Context: an optimization exercise on an open-source flow, tuned for small area. The choices shown serve that exercise and are no tape-out recipe.
Function was checked by simulation only, so behaviour that the tests miss may differ from the original.

==> flow/design.v (excerpt) <==
module aes_inv_round
(
    input  logic            clk,
    input  logic            rst,
    input  logic            in_valid,
    input  aes_pkg::block_t cipher_block,
    input  aes_pkg::block_t round_key,
    output logic            out_valid,
    output aes_pkg::block_t plain_block
);
Size: about 4800 cells after synthesis, ~260 flip-flops, about 390 I/O pins, about 28000 um2 of cells after synthesis.
clock: 5.0 ns
lec_check: 0
cap_margin: 20
core_margin: 2
core_utilization: 55
gpl_timing_driven: 0
slew_margin: 20
standard.sh (not shown) runs the stock make flow with config.mk's settings and CLKGATE_MAP_FILE= SYNTH_SCRIPT=/design/flow/synth_recipe.tcl, a recipe that flattens the netlist after the stock synthesis.
==> flow/flow/run.sh <==
#!/bin/bash
# Own layout flow: the standard layout (standard.sh), except that
#  - Yosys's ABC step uses the area-oriented mapping script in flow/custom.abc
#    (registers, their names and the rest of the synthesis are as in the standard flow);
#  - the port buffers placed on every input and output are the smallest buffer cell.
set -euo pipefail
W=$(pwd)
FLOWDIR=$W/flow
# Synthesis script: ORFS's synth.tcl with only the ABC script swapped
sed "s#log_cmd abc {\*}\$abc_args#log_cmd abc {*}[lreplace \$abc_args 1 1 $FLOWDIR/custom.abc]#" \
    "$FLOW_HOME/scripts/synth.tcl" > "$W/own_synth_core.tcl"
grep -q "custom.abc" "$W/own_synth_core.tcl"
sed "s#source \$::env(SCRIPTS_DIR)/synth.tcl#source $W/own_synth_core.tcl#" \
    "$W/synth_recipe.tcl" > "$W/own_synth.tcl"
grep -q "own_synth_core.tcl" "$W/own_synth.tcl"
sed -e "s#SYNTH_SCRIPT=[^ ]*synth_recipe.tcl#SYNTH_SCRIPT=$W/own_synth.tcl#" \
    -e "s#^make #make 'BUFFER_PORTS_ARGS=-buffer_cell sky130_fd_sc_hd__buf_1' #" \
    "$W/standard.sh" > "$W/own_standard.sh"
grep -q "own_synth.tcl" "$W/own_standard.sh"
grep -q "BUFFER_PORTS_ARGS" "$W/own_standard.sh"
bash "$W/own_standard.sh" finish > "$W/flow_make.log" 2>&1
==> flow/flow/custom.abc <==
strash; dch; amap
The first run passed the timing, design-rule and antenna checks.
Then changed:
==> flow/flow/custom.abc (replaced) <==
strash; dch; amap; topo; upsize -D 4000; dnsize -D 4000
The new run finished clean.
Routed wire length grows by 1.3%.
Worst setup slack stays flat.
Core utilization increases by 0.12 points.
Hold slack stays flat.
Design area hardly moves.


aes_inv_round, a different RTL version from the one above (not shown whole).
For scale: about 2800 cells after synthesis, roughly 0.025 mm² of cells after synthesis.
Design aes_inv_round, start of the top module:
module aes_inv_round
(
    input  logic            clk,
    input  logic            rst,
    input  logic            in_valid,
    input  aes_pkg::block_t cipher_block,
    input  aes_pkg::block_t round_key,
    output logic            out_valid,
    output aes_pkg::block_t plain_block
);
export LEC_CHECK = 0
export CAP_MARGIN = 20
export CORE_MARGIN = 2
export CORE_UTILIZATION = 55
export CTS_CLUSTER_DIAMETER = 100
export CTS_CLUSTER_SIZE = 20
export GPL_TIMING_DRIVEN = 0
export SLEW_MARGIN = 20
create_clock -name core_clock -period 5.0 [get_ports {clk}]
==> flow/flow/run.sh <==
#!/bin/bash
# Own layout flow: the standard layout (standard.sh), except that
#  - Yosys's ABC step uses the area-oriented mapping script in flow/custom.abc
#    (registers, their names and the rest of the synthesis are as in the standard flow);
#  - the port buffers placed on every input and output are the smallest buffer cell;
#  - no extra buffers on nets that only join an internal wire to an output port
#    (SYNTH_INSBUF=0): the port buffer already separates them;
#  - no half/full adder extraction before ABC (ADDER_MAP_FILE empty), so ABC maps
#    the XOR logic itself.
set -euo pipefail
W=$(pwd)
FLOWDIR=$W/flow
# Synthesis script: ORFS's synth.tcl with only the ABC script swapped
sed "s#log_cmd abc {\*}\$abc_args#log_cmd abc {*}[lreplace \$abc_args 1 1 $FLOWDIR/custom.abc]#" \
    "$FLOW_HOME/scripts/synth.tcl" > "$W/own_synth_core.tcl"
grep -q "custom.abc" "$W/own_synth_core.tcl"
sed "s#source \$::env(SCRIPTS_DIR)/synth.tcl#source $W/own_synth_core.tcl#" \
    "$W/synth_recipe.tcl" > "$W/own_synth.tcl"
grep -q "own_synth_core.tcl" "$W/own_synth.tcl"
sed -e "s#SYNTH_SCRIPT=[^ ]*synth_recipe.tcl#SYNTH_SCRIPT=$W/own_synth.tcl#" \
    -e "s#^make #make 'BUFFER_PORTS_ARGS=-buffer_cell sky130_fd_sc_hd__buf_1' SYNTH_INSBUF=0 ADDER_MAP_FILE= #" \
    "$W/standard.sh" > "$W/own_standard.sh"
grep -q "own_synth.tcl" "$W/own_standard.sh"
grep -q "BUFFER_PORTS_ARGS" "$W/own_standard.sh"
bash "$W/own_standard.sh" finish > "$W/flow_make.log" 2>&1
==> flow/flow/custom.abc <==
strash; &get -n; &dch -f; &nf -R 1000 -F 6 -A 4 -C 32; &put
Next try:
--- a/flow/flow/run.sh
+++ b/flow/flow/run.sh
@@ -6,5 +6,3 @@
 #  - no extra buffers on nets that only join an internal wire to an output port
-#    (SYNTH_INSBUF=0): the port buffer already separates them;
-#  - no half/full adder extraction before ABC (ADDER_MAP_FILE empty), so ABC maps
-#    the XOR logic itself.
+#    (SYNTH_INSBUF=0): the port buffer already separates them.
 set -euo pipefail
@@ -20,3 +18,3 @@
 sed -e "s#SYNTH_SCRIPT=[^ ]*synth_recipe.tcl#SYNTH_SCRIPT=$W/own_synth.tcl#" \
-    -e "s#^make #make 'BUFFER_PORTS_ARGS=-buffer_cell sky130_fd_sc_hd__buf_1' SYNTH_INSBUF=0 ADDER_MAP_FILE= #" \
+    -e "s#^make #make 'BUFFER_PORTS_ARGS=-buffer_cell sky130_fd_sc_hd__buf_1' SYNTH_INSBUF=0 #" \
     "$W/standard.sh" > "$W/own_standard.sh"
==> flow/flow/custom.abc (replaced) <==
strash; &get -n; &dch -f; &nf -R 1000; &put
Result: Core utilization rose by 0.55 points. Cell area is higher by 1.8%. Clock skew is higher by 0.0056 ns. Worst hold slack gets better by 0.073 ns. Worst setup slack is worse by 0.11 ns. First-iteration DRC count came out lower by 24%.
Next try:
--- a/flow/flow/run.sh
+++ b/flow/flow/run.sh
@@ -6,3 +6,5 @@
 #  - no extra buffers on nets that only join an internal wire to an output port
-#    (SYNTH_INSBUF=0): the port buffer already separates them.
+#    (SYNTH_INSBUF=0): the port buffer already separates them;
+#  - no half/full adder extraction before ABC (ADDER_MAP_FILE empty), so ABC maps
+#    the XOR logic itself.
 set -euo pipefail
@@ -18,3 +20,3 @@
 sed -e "s#SYNTH_SCRIPT=[^ ]*synth_recipe.tcl#SYNTH_SCRIPT=$W/own_synth.tcl#" \
-    -e "s#^make #make 'BUFFER_PORTS_ARGS=-buffer_cell sky130_fd_sc_hd__buf_1' SYNTH_INSBUF=0 #" \
+    -e "s#^make #make 'BUFFER_PORTS_ARGS=-buffer_cell sky130_fd_sc_hd__buf_1' SYNTH_INSBUF=0 ADDER_MAP_FILE= #" \
     "$W/standard.sh" > "$W/own_standard.sh"
==> flow/flow/custom.abc (replaced) <==
strash; &get -n; &dch -f; &nf -R 1000 -F 6 -A 4 -C 32; &put
--- a/flow/config.mk
+++ b/flow/config.mk
@@ -9,5 +9,5 @@
 export CORE_MARGIN = 2
-export CORE_UTILIZATION = 55
-export CTS_CLUSTER_DIAMETER = 100
-export CTS_CLUSTER_SIZE = 20
+export CORE_UTILIZATION = 60
+export CTS_CLUSTER_DIAMETER = 110
+export CTS_CLUSTER_SIZE = 26
 export GPL_TIMING_DRIVEN = 0
Non-clock buffer count stays the same.
Maximum frequency climbs by 3.8%.
Hold slack got worse by 0.066 ns.
Setup slack improved by 0.17 ns.
Sequential share of layout area climbs by 0.52 points.

[re-timing with driven ports]
No port has a modelled driver above. Below, the same layouts with a new extraction and two added sets of constraints. Step 1: set_driving_cell puts a clkbuf_16 on clk and a buf_2 on each other input, an assumption about the parent block. Step 2 moves the port delays by t, midway between the first and last clock arrival at a register: inputs arrive t later, outputs are due t later. That takes back most of the time a late clock gives input paths. Three values: ideal, step 1, step 2; two values: the first two.
run | shift t [ns] | setup WS [ns] | worst setup path after step 2
the first run of note 1 | 0.609 | 0.187 / 0.187 / -0.312 | input to register
the second run of note 1 | 0.615 | 0.187 / 0.187 / -0.355 | input to register
the first run of note 2 | 0.569 | 0.479 / 0.479 / 0.479 | register to register
the second run of note 2 | 0.568 | 0.365 / 0.365 / 0.365 | register to register
the third run of note 2 | 0.550 | 0.534 / 0.534 / 0.534 | register to register
With both steps, setup timing fails in the first run of note 1 and the second run of note 1, where it was met with ideal ports. The setup slack of the second run of note 1, which loses most, moves by 0.000 ns with the drivers and by -0.542 ns with both steps.
